What follows belongs to an exercise in optimizing a design on an open flow for small area, a short achievable clock period and few clock cycles; a production flow would make more cautious choices.
At most, simulation tests tie the RTL to the original design; equivalence was not proved.
Power is estimated from default activity; no workload was simulated.

==> flow/design.v (excerpt) <==
module rectangle_subtract (
    input  logic        i_clk,
    input  logic        i_rst_n,
    input  logic        i_rect_valid,
    output logic        o_rect_ready,
    input  logic [15:0] i_rect_x,
    input  logic [15:0] i_rect_y,
    input  logic [15:0] i_rect_width,
    input  logic [15:0] i_rect_height,
    input  logic        i_cfg_valid,
    output logic        o_cfg_ready,
    input  logic [1:0]  i_cfg_index,
    input  logic [15:0] i_cfg_data,
    output logic        o_piece_valid,
    input  logic        i_piece_ready,
    output logic [15:0] o_piece_x,
    output logic [15:0] o_piece_y,
    output logic [15:0] o_piece_width,
    output logic [15:0] o_piece_height,
    output logic [2:0]  o_piece_side,
    output logic        o_piece_last
);
Size in the first run: about 1300 cells after synthesis, roughly 240 flip-flops, ~160 I/O pins.
==> flow/config.mk <==
export PLATFORM = sky130hd
export DESIGN_NAME = rectangle_subtract
export DESIGN_NICKNAME = rectangle_subtract
export VERILOG_FILES = /design/flow/design.v
export SDC_FILE = /design/flow/constraint.sdc
export NUM_CORES = 4
export LEC_CHECK = 0
export CAP_MARGIN = 20
export CORE_MARGIN = 2
export CORE_UTILIZATION = 55
export CTS_BUF_LIST = sky130_fd_sc_hd__clkbuf_8
export SETUP_SLACK_MARGIN = 1.6
export SLEW_MARGIN = 20
==> flow/constraint.sdc <==
create_clock -name core_clock -period 5.0 [get_ports {i_clk}]
set_input_delay 1.0000 -clock core_clock [delete_from_list [all_inputs] [get_ports {i_clk}]]
set_output_delay 1.0000 -clock core_clock [all_outputs]
set_load 0.01 [all_outputs]
standard.sh (not shown) runs the stock make flow with config.mk's settings and CLKGATE_MAP_FILE= SYNTH_SCRIPT=/design/flow/synth_recipe.tcl, a recipe that flattens the netlist after the stock synthesis.
==> flow/flow/run.sh <==
#!/bin/bash
# Own layout flow: the standard layout (standard.sh, unchanged synthesis,
# floorplan, power grid, placement, CTS and routing), except that the port
# buffers that global placement inserts on every input and output are plain
# sky130_fd_sc_hd__buf_2 cells instead of the delay-buffer cell buffer_ports
# picks by default. The full output of the run goes to standard.log here;
# each ORFS step's own log is under orfs/logs/.
set -euo pipefail
export BUFFER_PORTS_ARGS="-buffer_cell sky130_fd_sc_hd__buf_2"
bash standard.sh > standard.log 2>&1
Testbench counts at the start, summed over its fixed seeds: cycles 25,044.
Edit:
- CORE_UTILIZATION: 55 -> 40
- SETUP_SLACK_MARGIN: 1.6 -> 2.0
=> The new run passed the timing, DRC and antenna checks; wire length climbs by 9.2%; via count climbs by about 2%; power climbs by about 7%; worst setup slack improves by 0.077 ns; non-clock buffer count climbs by 39; cell area climbs by about 6.6%.


Setup of run 1:
rectangle_subtract again, from the RTL that the note above started with.
clock: 5.0 ns
lec_check: 0
abc_area: 1
cap_margin: 20
core_margin: 2
core_utilization: 55
cts_buf_list: sky130_fd_sc_hd__clkbuf_8
cts_cluster_diameter: 50
cts_cluster_size: 40
setup_slack_margin: 1.8
slew_margin: 20
Scripts as last shown in full above: flow/flow/run.sh
Testbench counts of run 1, summed over its fixed seeds: cycles 25,044.
diff inputs: run 1 => run 2
# run 1
export LEC_CHECK = 0
export ABC_AREA = 1
export CAP_MARGIN = 20
export CORE_MARGIN = 2
export CORE_UTILIZATION = 55
export CTS_BUF_LIST = sky130_fd_sc_hd__clkbuf_8
export CTS_CLUSTER_DIAMETER = 50
export CTS_CLUSTER_SIZE = 40
export SETUP_SLACK_MARGIN = 1.8
export SLEW_MARGIN = 20
create_clock -name core_clock -period 5.0 [get_ports {i_clk}]
# run 2
export LEC_CHECK = 0
export CAP_MARGIN = 20
export CORE_MARGIN = 2
export CORE_UTILIZATION = 40
export CTS_BUF_LIST = sky130_fd_sc_hd__clkbuf_8
export SETUP_SLACK_MARGIN = 2.0
export SLEW_MARGIN = 20
create_clock -name core_clock -period 5.0 [get_ports {i_clk}]
==> flow/flow/run.sh <==
#!/bin/bash
# Own layout flow: the standard layout (standard.sh, unchanged synthesis,
# floorplan, power grid, placement, CTS and routing), except that the port
# buffers that global placement inserts on every input and output are plain
# sky130_fd_sc_hd__buf_1 cells instead of the delay-buffer cell buffer_ports
# picks by default. The full output of the run goes to standard.log here;
# each ORFS step's own log is under orfs/logs/.
set -euo pipefail
export BUFFER_PORTS_ARGS="-buffer_cell sky130_fd_sc_hd__buf_1"
bash standard.sh > standard.log 2>&1
--- outcome ---
- Run 2 against run 1: simple logic cell fraction of the synthesized area fell 7.1 points; wire length on met1 went up 11%.
- The sequential cell area share reported for run 2 is smaller than that of run 1 by 0.74 points.
- Final setup violation count came out exactly the same in run 2 and run 1.
- When the final numbers for run 2 and run 1 were put side by side, the synthesized-area fraction occupied by adder cells turned out to be smaller in run 1.
- Summary — met2 demand-to-capacity share in global routing, run 2 relative to run 1: lower, by 12 points.
- On total power, run 2 does better than run 1.
- Utilization for run 2 is lower than for run 1.
- Compared with run 1, run 2 shows a post-layout instance count excluding filler cells that is 134 lower.
- Iteration count of the initial detailed-routing pass for run 2: 2 down relative to run 1
diff inputs: run 2 => run 3
# run 2
export LEC_CHECK = 0
export CAP_MARGIN = 20
export CORE_MARGIN = 2
export CORE_UTILIZATION = 40
export CTS_BUF_LIST = sky130_fd_sc_hd__clkbuf_8
export SETUP_SLACK_MARGIN = 2.0
export SLEW_MARGIN = 20
create_clock -name core_clock -period 5.0 [get_ports {i_clk}]
# run 3
export LEC_CHECK = 0
export ABC_AREA = 1
export CAP_MARGIN = 20
export CORE_MARGIN = 2
export CORE_UTILIZATION = 55
export CTS_BUF_LIST = sky130_fd_sc_hd__clkbuf_8
export SETUP_SLACK_MARGIN = 1.8
export SLEW_MARGIN = 20
create_clock -name core_clock -period 5.0 [get_ports {i_clk}]
==> flow/flow/run.sh <==
#!/bin/bash
# Own layout flow: the standard layout (standard.sh, unchanged synthesis,
# floorplan, power grid, placement, CTS and routing), except that the port
# buffers that global placement inserts on every input and output are plain
# sky130_fd_sc_hd__buf_2 cells instead of the delay-buffer cell buffer_ports
# picks by default. The full output of the run goes to standard.log here;
# each ORFS step's own log is under orfs/logs/.
set -euo pipefail
export BUFFER_PORTS_ARGS="-buffer_cell sky130_fd_sc_hd__buf_2"
bash standard.sh > standard.log 2>&1
==> run notes <==
Looking at the reports, run 3 completed the entire flow and the layout it produced met the timing, DRC and antenna checks. Diff run 2 -> run 3: sequential share of layout area went up, worst setup timing slack at the placement stage went up, die width went down. The critical-path cell with the highest stage delay comes out sky130_fd_sc_hd__dfxtp_4 in one run and sky130_fd_sc_hd__fa_1 in the other, namely in run 2 and run 3 respectively. Between run 2 and run 3, the flow reports total wire length after detailed routing decreasing by a few percent. On first-pass GRT wire length: run 3 sits below run 2. [compare] base=run 2 new=run 3: critical path depth moved up; worst setup slack saw an increase.
The following lists how run 4 was set up differently from run 3:
# run 3
export LEC_CHECK = 0
export ABC_AREA = 1
export CAP_MARGIN = 20
export CORE_MARGIN = 2
export CORE_UTILIZATION = 55
export CTS_BUF_LIST = sky130_fd_sc_hd__clkbuf_8
export SETUP_SLACK_MARGIN = 1.8
export SLEW_MARGIN = 20
create_clock -name core_clock -period 5.0 [get_ports {i_clk}]
# run 4
export LEC_CHECK = 0
export CAP_MARGIN = 20
export CORE_MARGIN = 2
export CORE_UTILIZATION = 40
export CTS_BUF_LIST = sky130_fd_sc_hd__clkbuf_8
export SETUP_SLACK_MARGIN = 2.2
export SLEW_MARGIN = 20
create_clock -name core_clock -period 5.0 [get_ports {i_clk}]
[summary]
Compared to run 3, run 4 has non-clock inverter count in the final layout 94 lower.
Run 4 vs. run 3: instance count of the mapped netlist went down by 304.
Looking at worst-path cell with the longest stage delay, the sky130_fd_sc_hd__fa_1 result is from run 3; the sky130_fd_sc_hd__dfxtp_4 one comes from run 4.
Per the comparison of run 4 with run 3, clock skew rose 0.0088 ns, sequential share of cell area fell 1.9 points, area share of buffers outside the clock network climbed 1.5 points, setup slack of the critical path after layout decreased by 0.14 ns relative to the old numbers.
Diff run 4 and run 3: clock period minus worst slack higher in run 4
Lower maximum resistive drop on vdd goes to run 4 over run 3.


Starting RTL as in the previous note.
Design rectangle_subtract, start of the top module:
module rectangle_subtract (
    input  logic        i_clk,
    input  logic        i_rst_n,
    input  logic        i_rect_valid,
    output logic        o_rect_ready,
    input  logic [15:0] i_rect_x,
    input  logic [15:0] i_rect_y,
    input  logic [15:0] i_rect_width,
    input  logic [15:0] i_rect_height,
    input  logic        i_cfg_valid,
    output logic        o_cfg_ready,
    input  logic [1:0]  i_cfg_index,
    input  logic [15:0] i_cfg_data,
    output logic        o_piece_valid,
    input  logic        i_piece_ready,
    output logic [15:0] o_piece_x,
    output logic [15:0] o_piece_y,
    output logic [15:0] o_piece_width,
    output logic [15:0] o_piece_height,
    output logic [2:0]  o_piece_side,
    output logic        o_piece_last
);
clock: 5.0 ns
lec_check: 0
abc_area: 1
cap_margin: 20
core_margin: 2
core_utilization: 40
cts_buf_list: sky130_fd_sc_hd__clkbuf_8
setup_slack_margin: 2.0
slew_margin: 20
==> flow/flow/run.sh <==
#!/bin/bash
# Own layout flow: the standard layout (standard.sh, unchanged synthesis,
# floorplan, power grid, placement, CTS and routing), except that the port
# buffers that global placement inserts on every input and output are plain
# sky130_fd_sc_hd__buf_2 cells instead of the delay-buffer cell buffer_ports
# picks by default. The full output of the run goes to standard.log here;
# each ORFS step's own log is under orfs/logs/.
set -euo pipefail
export BUFFER_PORTS_ARGS="-buffer_cell sky130_fd_sc_hd__buf_2"
bash standard.sh > standard.log 2>&1
Testbench counts at the start, summed over its fixed seeds: cycles 25,044.
Rerun with:
--- a/flow/config.mk
+++ b/flow/config.mk
@@ -6,8 +6,7 @@
 export NUM_CORES = 4
 export LEC_CHECK = 0
-export ABC_AREA = 1
 export CAP_MARGIN = 20
 export CORE_MARGIN = 2
-export CORE_UTILIZATION = 40
+export CORE_UTILIZATION = 55
 export CTS_BUF_LIST = sky130_fd_sc_hd__clkbuf_8
 export SETUP_SLACK_MARGIN = 2.0
Result: Clock power drops by about 5%; combinational power went down by 9.5%; flip-flop and latch count is unchanged; routed wire length shrinks by 5.9%; final area is lower by 2.2%; clock-buffer cell count went down by 9; area after synthesis goes down by 1.1%; fmax fell by 2.6%; setup slack is worse by 88 ps; power fell by 4.4%; core utilization rose by 17 points.
Rerun with:
--- a/flow/config.mk
+++ b/flow/config.mk
@@ -8,6 +8,6 @@
 export CAP_MARGIN = 20
 export CORE_MARGIN = 2
-export CORE_UTILIZATION = 55
-export CTS_BUF_LIST = sky130_fd_sc_hd__clkbuf_8
-export SETUP_SLACK_MARGIN = 2.0
+export CORE_UTILIZATION = 40
+export CTS_BUF_LIST = sky130_fd_sc_hd__clkbuf_4
+export SETUP_SLACK_MARGIN = 1.8
 export SLEW_MARGIN = 20
Sequential share of layout area went down by 0.14 points.
Fmax came out higher by 0.51%.
Final area came out higher by 0.34%.
Register-to-register slack is better by 20 ps.
Wire length came out higher by 6.2%.
Clock power is higher by about 9%.
Utilization fell by 18 points.
Rerun with:
--- a/flow/config.mk
+++ b/flow/config.mk
@@ -8,6 +8,7 @@
 export CAP_MARGIN = 20
 export CORE_MARGIN = 2
-export CORE_UTILIZATION = 40
-export CTS_BUF_LIST = sky130_fd_sc_hd__clkbuf_4
-export SETUP_SLACK_MARGIN = 1.8
+export CORE_UTILIZATION = 55
+export CTS_BUF_LIST = sky130_fd_sc_hd__clkbuf_8
+export PLACE_DENSITY = 0.7
+export SETUP_SLACK_MARGIN = 2.0
 export SLEW_MARGIN = 20
Outcome: Register-to-register slack gains 60 ps. Via count climbs by 1.1%. Total power barely changes. Cell count decreases by 7.9%. Wire length goes down by 6.1%. Hold slack gains 51 ps. Clock skew went down by 20 ps. Maximum frequency is higher by 1.8%. Worst setup slack gains 60 ps. Area after synthesis is unchanged. Global-route usage rose by 5.8 points.


Another version of the RTL of rectangle_subtract (not shown whole).
For scale: ~240 flip-flops, ~160 I/O pins, roughly 15000 sq um of cells after synthesis.
export LEC_CHECK = 0
export CAP_MARGIN = 20
export CORE_MARGIN = 2
export CORE_UTILIZATION = 40
export SETUP_SLACK_MARGIN = 1.5
export SLEW_MARGIN = 20
create_clock -name core_clock -period 5.0 [get_ports {i_clk}]
run.sh (not shown) runs the stock make flow with config.mk's settings and CLKGATE_MAP_FILE= SYNTH_SCRIPT=/design/flow/synth_recipe.tcl, a recipe that flattens the netlist after the stock synthesis.
Stock flow here: none of the scripts above is used.
Next try:
==> flow/flow/run.sh (new file) <==
#!/bin/bash
# Own layout flow: the standard layout (standard.sh, unchanged synthesis,
# floorplan, power grid, placement, CTS and routing), except that the port
# buffers that global placement inserts on every input and output are plain
# sky130_fd_sc_hd__buf_2 cells instead of the delay-buffer cell buffer_ports
# picks by default. The full output of the run goes to standard.log here;
# each ORFS step's own log is under orfs/logs/.
set -euo pipefail
export BUFFER_PORTS_ARGS="-buffer_cell sky130_fd_sc_hd__buf_2"
bash standard.sh > standard.log 2>&1
==> flow/standard.sh (new file) <==
#!/bin/bash
# synth_recipe.tcl (not shown) runs the flow's synth.tcl, then flattens the netlist and writes it again
# the make line also repeats each setting of config.mk as NAME=value (left out here)
make -C /OpenROAD-flow-scripts/flow DESIGN_CONFIG=/design/flow/config.mk WORK_HOME=/design/flow/orfs CLKGATE_MAP_FILE= SYNTH_SCRIPT=/design/flow/synth_recipe.tcl "${@:-finish}"
CTS_BUF_LIST = sky130_fd_sc_hd__clkbuf_8   (was default)
SETUP_SLACK_MARGIN = 2.0   (was 1.5)
removed: flow/run.sh
Die area does not change; via count came out higher by a few percent; global-route usage came out higher by 0.86 points; routed wire length came out higher by a few percent; utilization came out lower by 0.90 points; power came out lower by a few percent; final cell count came out higher by a few percent; setup slack improves by 200 ps; synthesized cell count does not change; fmax came out higher by a few percent.
No run of this note included a check of the RTL's function; only the layout flow was run.


branch juniper:
rectangle_subtract, a different RTL version from the one above (not shown whole).
Size in the first run: ~1400 cells after synthesis, about 210 flip-flops.
Settings: LEC_CHECK=0, CAP_MARGIN=20, CORE_MARGIN=2, CORE_UTILIZATION=40, SETUP_SLACK_MARGIN=2.5, SLEW_MARGIN=20; clock period 5.0 ns.
Stock flow here: none of the scripts above is used.
Per the final summary, branch juniper finished and its layout is clean on timing, DRC and antenna.
> inputs changed (branch juniper -> branch tundra)
==> flow/flow/run.sh (new file) <==
#!/bin/bash
# Own layout flow: the standard layout (standard.sh, unchanged synthesis,
# floorplan, power grid, placement, CTS and routing), except that the port
# buffers that global placement inserts on every input and output are plain
# sky130_fd_sc_hd__buf_2 cells instead of the delay-buffer cell buffer_ports
# picks by default. The full output of the run goes to standard.log here;
# each ORFS step's own log is under orfs/logs/.
set -euo pipefail
export BUFFER_PORTS_ARGS="-buffer_cell sky130_fd_sc_hd__buf_2"
bash standard.sh > standard.log 2>&1
==> flow/standard.sh (new file) <==
#!/bin/bash
# synth_recipe.tcl (not shown) runs the flow's synth.tcl, then flattens the netlist and writes it again
# the make line also repeats each setting of config.mk as NAME=value (left out here)
make -C /OpenROAD-flow-scripts/flow DESIGN_CONFIG=/design/flow/config.mk WORK_HOME=/design/flow/orfs CLKGATE_MAP_FILE= SYNTH_SCRIPT=/design/flow/synth_recipe.tcl "${@:-finish}"
removed: flow/run.sh
Results
[diff] clock power, branch tundra relative to branch juniper: improvement
Between branch tundra and branch juniper, the non-clock buffer count is higher for branch tundra.
Setup slack: branch tundra and branch juniper compared, higher one is branch juniper
Function was not checked in any run of this note: the RTL went through the layout flow alone.


rectangle_subtract with an RTL version that a note above also has.
Size in the first run: ~1,300 cells after synthesis, about 160 I/O pins, ~15,000 µm² of cells after synthesis.
clock: 5.0 ns
lec_check: 0
cap_margin: 20
core_margin: 2
core_utilization: 65
cts_buf_list: sky130_fd_sc_hd__clkbuf_8
setup_slack_margin: 1.8
slew_margin: 20
standard.sh (not shown) runs the stock make flow with config.mk's settings and CLKGATE_MAP_FILE= SYNTH_SCRIPT=/design/flow/synth_recipe.tcl, a recipe that flattens the netlist after the stock synthesis.
==> flow/flow/run.sh <==
#!/bin/bash
# Own layout flow: the standard layout (standard.sh, unchanged synthesis,
# floorplan, power grid, placement, CTS and routing), except that the port
# buffers that global placement inserts on every input and output are plain
# sky130_fd_sc_hd__buf_2 cells instead of the delay-buffer cell buffer_ports
# picks by default. The full output of the run goes to standard.log here;
# each ORFS step's own log is under orfs/logs/.
set -euo pipefail
export BUFFER_PORTS_ARGS="-buffer_cell sky130_fd_sc_hd__buf_2"
bash standard.sh > standard.log 2>&1
Testbench counts at the start, summed over its fixed seeds: cycles 25,044.
Change:
- CORE_UTILIZATION: 65 -> 55
Clock power hardly moves.
Cell count climbs by 3.3%.
Wire length climbs by 1.7%.
Worst hold slack is about the same.
Cell area climbs by 0.63%.
Sequential share of layout area drops by 0.24 points.
Synthesized area does not change.
Total power hardly moves.
Combinational power stays flat.
Sequential power barely changes.
Change:
- ABC_AREA: unset -> 1
- SETUP_SLACK_MARGIN: 1.8 -> 1.6
Effect: The new run ran to the end with no violations. Via count climbs by 6.5%. Total power came out higher by 2.0%. Worst setup slack got worse by 0.0038 ns. Final cell count went up by 15%. Routed wire length shrinks by 2.6%.
Change:
- CTS_CLUSTER_SIZE: unset -> 30
- SETUP_SLACK_MARGIN: 1.6 -> 1.8
- power grows by 1.4%
- die area is unchanged
- routed wire length came out higher by 7.4%
- sequential share of layout area drops by 0.94 points
- maximum frequency grows by 2.7%
- synthesized area stays the same

-- afterwards: timing with drivers on the ports --
The flow's constraints put no driver on any port. The routed layouts listed below were extracted and timed again, unchanged, in two steps. Step 1, drivers: a clkbuf_16 drives i_clk and a buf_2 each remaining input, both assumed. Step 2 times the ports against the registers' clock, not the clock port: input delays grow and output delays shrink by t, the midpoint of the rising clock arrivals with the driver on. a / b / c = no drivers / after step 1 / after step 2; a / b = the first two.
| run | t, ns | setup WS [ns] | pins driven straight from the clock port |
|---|---|---|---|
| the first run of note 1 | 0.584 | 1.658 / 1.658 / 1.153 | 1 |
| the second run of note 1 | 0.611 | 1.735 / 1.735 / 1.388 | 1 |
| run 1 | 0.657 | 1.771 / 1.771 / 1.477 | 1 |
| run 2 | 0.591 | 1.638 / 1.638 / 1.315 | 1 |
| run 3 | 0.589 | 1.814 / 1.811 / 1.457 | 1 |
| run 4 | 0.607 | 1.671 / 1.671 / 1.414 | 1 |
| the first run of note 3 | 0.619 | 1.738 / 1.738 / 1.561 | 1 |
| the second run of note 3 | 0.590 | 1.650 / 1.650 / 1.428 | 1 |
| the third run of note 3 | 0.744 | 1.667 / 1.667 / 1.152 | 1 |
| the fourth run of note 3 | 0.579 | 1.727 / 1.727 / 1.340 | 1 |
| the first run of note 4 | 0.599 | 1.531 / 1.531 / 0.992 | 1 |
| the second run of note 4 | 0.611 | 1.735 / 1.735 / 1.388 | 1 |
| branch juniper | 0.583 | 1.363 / 1.363 / 1.339 | 1 |
| branch tundra | 0.579 | 1.325 / 1.325 / 1.221 | 1 |
| the first run of note 6 | 0.595 | 1.723 / 1.723 / 1.260 | 1 |
| the second run of note 6 | 0.597 | 1.730 / 1.730 / 1.290 | 1 |
| the third run of note 6 | 0.591 | 1.726 / 1.726 / 1.459 | 1 |
| the fourth run of note 6 | 0.589 | 1.814 / 1.811 / 1.457 | 1 |
After both steps every run listed still meets setup and hold. For the first run of note 4, which loses most, drivers alone change the setup slack by 0.000 ns; drivers and shift together by -0.539 ns.
